Source: an optimization exercise on an open RTL-to-GDS flow (aim: small area, a short achievable clock period and few clock cycles per item). Production flows keep margins and buffers that such runs may drop. Function was checked by simulation only, so behaviour that the tests miss may differ from the original.

## the baseline
==> flow/design.v (excerpt) <==
module latency_stability_monitor_core (
    input  logic         clk,
    input  logic         rst_n,
    input  logic         s_axis_tvalid,
    output logic         s_axis_tready,
    input  logic [23:0]  s_axis_tdata,    
    input  logic         s_axis_tuser,    
    output logic         m_axis_tvalid,
    input  logic         m_axis_tready,
    output logic [111:0] m_axis_tdata,
    output logic [1:0]   m_axis_tuser,    
    input  logic         cfg_we,
    input  logic [1:0]   cfg_addr,
    input  logic [16:0]  cfg_wdata
);
    typedef enum logic [2:0] {
        A_IDLE, A_PREP, A_MD, A_MU, A_MUL, A_DONE
    } astate_t;
    astate_t             state_reg;
    logic                pend_reg;      
    logic [4:0]          cnt_reg;       
    logic [7:0]          burn_reg;
    logic [15:0]         count_reg;
    logic [17:0]         count3_reg;    
    logic [MeanBits-1:0] mean_reg;
    logic [LatBits-1:0]  min_reg;
    logic [7:0]          cfg_burn_reg;
    logic [15:0]         cfg_mins_reg;
    logic [7:0]          cfg_stable_reg;
    logic [16:0]         cfg_thresh_reg;
    logic [LatBits-1:0]  lat_reg;
    logic                rst_reg;       
    logic                up_reg;
    logic                burning_reg;
    logic                restart_reg;
    logic [MeanBits-1:0] mag_reg;    
    logic [MeanBits-1:0] q_reg;      
    logic [15:0]         r_reg;      
  ...
clock: 6.0 ns
lec_check: 0
abc_area: 1
cap_margin: 20
core_margin: 2
core_utilization: 55
setup_slack_margin: 2.7
slew_margin: 20
run.sh (not shown) runs the stock make flow with config.mk's settings and CLKGATE_MAP_FILE= SYNTH_SCRIPT=/design/flow/synth_recipe.tcl, a recipe that flattens the netlist after the stock synthesis.
Testbench counts of the baseline, summed over its fixed seeds: cycles 75,397, items 2,400.
Modified inputs, the candidate compared to the baseline
--- a/flow/design.v
+++ b/flow/design.v
@@ -36,40 +36,39 @@
     output logic                out_restart
 );
     localparam logic [1:0] PK_NONE = 2'd0;    
     localparam logic [1:0] PK_STEP = 2'd1;    
     localparam logic [1:0] PK_SKIP = 2'd2;    
     localparam logic [1:0] PK_ZERO = 2'd3;    
     logic                 busy_reg;
     logic                 done_reg;
     logic [5:0]           vs_reg;      
     logic [5:0]           ss_reg;      
     logic [1:0]           pk_reg;      
     logic                 lead_reg;    
-    logic [15:0]          count_reg;
     logic [MeanBits-1:0]  mean_reg;
     logic [LatBits-1:0]   min_reg;
     logic                 burning_reg;
     logic                 restart_reg;
     logic                 skip_reg;
     logic [63:0]          sq_reg;      
     logic [15:0]          d_reg;       
     logic [17:0]          d3_reg;      
     logic [63:0]          vq_reg;      
     logic [15:0]          vr_reg;      
     logic [40:0]          sr_reg;      
     logic [39:0]          root_reg;
     assign in_take   = in_valid && (!(busy_reg || done_reg) || (done_reg && out_take));
     assign out_valid = done_reg;
-    assign out_count = count_reg;
+    assign out_count = d_reg + 16'd1;
     assign out_mean  = mean_reg;
     assign out_min   = min_reg;
     assign out_sd    = root_reg;
     assign out_skip  = skip_reg || (root_reg >= mean_reg);
     assign out_burning = burning_reg;
     assign out_restart = restart_reg;
     logic [64:0] acc;
     logic [63:0] sq_new;
     always_comb
     begin
         acc    = {1'b0, (in_restart ? 64'd0 : sq_reg)} +
                  {1'b0, (in_burning ? 64'd0 : in_p)};
@@ -182,52 +181,54 @@
                     busy_reg <= 1'b0;
                     done_reg <= 1'b1;
                 end
             end
             else if (done_reg && out_take)
                 done_reg <= 1'b0;
         end
     end
     always_ff @(posedge clk)
     begin
         if (in_take)
         begin
-            count_reg   <= in_count;
+            vq_reg <= sq_new;
+            vr_reg <= '0;
+        end
+        else if (vskip)
+        begin
+            vq_reg <= {vq_reg[55:0], 8'd0};
+            vr_reg <= {vr_reg[7:0], vq_reg[63:56]};
+        end
+        else
+        begin
+            vq_reg <= vq_n;
+            vr_reg <= vr_n;
+        end
+    end
+    always_ff @(posedge clk)
+    begin
+        if (in_take)
+        begin
             mean_reg    <= in_mean;
             min_reg     <= in_min;
             burning_reg <= in_burning;
             restart_reg <= in_restart;
             skip_reg    <= (in_count < 16'd2 || in_mean == '0);
             d_reg       <= in_count - 16'd1;
             d3_reg      <= in_count3 - 18'd3;
-            vq_reg      <= sq_new;
-            vr_reg      <= '0;
             sr_reg      <= '0;
             root_reg    <= '0;
         end
         else if (busy_reg)
         begin
-            if (vs_reg != 6'd32)
-            begin
-                if (vskip)
-                begin
-                    vq_reg <= {vq_reg[55:0], 8'd0};
-                    vr_reg <= {vr_reg[7:0], vq_reg[63:56]};
-                end
-                else
-                begin
-                    vq_reg <= vq_n;
-                    vr_reg <= vr_n;
-                end
-            end
             if (pk_reg == PK_STEP || pk_reg == PK_ZERO)
             begin
                 sr_reg   <= sr_n;
                 root_reg <= root_n;
             end
         end
     end
 endmodule
 module lsm_cvdiv (
     input  logic                clk,
     input  logic                rst_n,
     input  logic                in_valid,
@@ -346,41 +347,44 @@
                         valid_reg <= 1'b0;
                         state_reg <= C_IDLE;
                     end
                 end
                 default:
                     state_reg <= C_IDLE;
             endcase
         end
     end
     always_ff @(posedge clk)
     begin
         if (in_take)
+            rem_reg <= in_sd;
+        else
+            rem_reg <= rem_n;
+    end
+    always_ff @(posedge clk)
+    begin
+        if (in_take)
         begin
             count_reg   <= in_count;
             mean_reg    <= in_mean;
             min_reg     <= in_min;
             burning_reg <= in_burning;
             restart_reg <= in_restart;
             mins_ok_reg <= (in_count >= cfg_mins);
-            rem_reg     <= in_sd;
             cv_reg      <= in_skip ? CvOne : '0;
         end
         else
         begin
             if (state_reg == C_CD)
-            begin
-                rem_reg <= rem_n;
                 cv_reg  <= {1'b0, cq_n};
-            end
             if (state_reg == C_FIN)
                 settled_reg <= settled_n;
         end
     end
 endmodule
 `timescale 1ns / 1ps
 import lsm_pkg::*;
 module latency_stability_monitor_core (
     input  logic         clk,
     input  logic         rst_n,
     input  logic         s_axis_tvalid,
     output logic         s_axis_tready,
@@ -601,48 +605,54 @@
                 unique case (cfg_addr)
                     REG_BURN:   cfg_burn_reg   <= cfg_wdata[7:0];
                     REG_MINS:   cfg_mins_reg   <= cfg_wdata[15:0];
                     REG_STABLE: cfg_stable_reg <= cfg_wdata[7:0];
                     REG_THRESH: cfg_thresh_reg <= cfg_wdata;
                     default:    cfg_burn_reg   <= cfg_burn_reg;
                 endcase
             end
         end
     end
     always_ff @(posedge clk)
     begin
+        if (state_reg == A_PREP)
+            r_reg <= '0;
+        else if (mskip)
+            r_reg <= {r_reg[7:0], q_reg[MeanBits-1:MeanBits-8]};
+        else
+            r_reg <= r_n;
+    end
+    always_ff @(posedge clk)
+    begin
         if (take)
         begin
             lat_reg <= s_axis_tdata;
             rst_reg <= s_axis_tuser;
         end
         unique case (state_reg)
             A_PREP:
             begin
                 up_reg  <= !dxm[MeanBits];
                 mag_reg <= dxm[MeanBits] ? dmx : dxm[MeanBits-1:0];
                 q_reg   <= dxm[MeanBits] ? dmx : dxm[MeanBits-1:0];
-                r_reg   <= '0;
             end
             A_MD:
             begin
                 if (mskip)
                 begin
                     q_reg <= {q_reg[MeanBits-9:0], 8'd0};
-                    r_reg <= {r_reg[7:0], q_reg[MeanBits-1:MeanBits-8]};
                 end
                 else
                 begin
                     q_reg <= q_n;
-                    r_reg <= r_n;
                 end
             end
             A_MU:
             begin
                 q_reg  <= mag_reg - q_reg;    
                 hi_reg <= '0;
             end
             A_MUL:
             begin
                 if (uskip)
                 begin
                     hi_reg  <= {8'd0, hi_reg[MeanBits-1:8]};
### Flow results
When the candidate is set beside the baseline, its final area turns out to be about 3.7% smaller. Sort the candidate and the baseline by end-of-flow core utilization, ascending, and the candidate comes first. The candidate finished all stages; the layout is clean. Relative to the baseline, cell area after placement decreased by 3.6% in the candidate. Gate count of the mapped netlist (higher): the baseline. The final reports for the candidate and the baseline show fmax lower in the former. As far as max-cap check violation count goes, the baseline and the candidate are indistinguishable; the numbers are identical. The higher sequential share of cell area of the candidate and the baseline is in the baseline. Die area (higher): the baseline. Number of clock buffers inserted by TritonCTS ends up lower on the candidate. Of the candidate and the baseline, the baseline shows the higher wire length of the first global-routing pass, with the candidate below it. Delta (the candidate minus the baseline): count of flip-flops and latches -16, number of buffers between clock root and the deepest sink did not really move, setup total negative slack did not really move.
Testbench counts of the candidate, summed over its fixed seeds: cycles 75,397, items 2,400.

==> re-timing with driven ports <==
Ports are ideal in the flow. The routed layouts listed here were re-timed in OpenROAD. Step 1 sets driving cells, clkbuf_16 on the clock port and buf_2 on the other inputs (assumed; they add their load-dependent delay and slew). Step 2 also shifts input and output timing later by t, the mid clock arrival at the registers, as if the neighbouring blocks saw the same clock. a / b / c = no drivers / after step 1 / after step 2; a / b = the first two.
| run | t, ns | slack for setup (ns) | worst data-port slew with drivers (ns) | cell pins on the clock port's net |
|---|---|---|---|---|
| the baseline | 0.799 | 2.496 / 2.496 / 2.496 | 0.05 | 1 |
| the candidate | 0.797 | 2.463 / 2.463 / 2.463 | 0.06 | 1 |
After both steps every run listed still meets setup and hold.
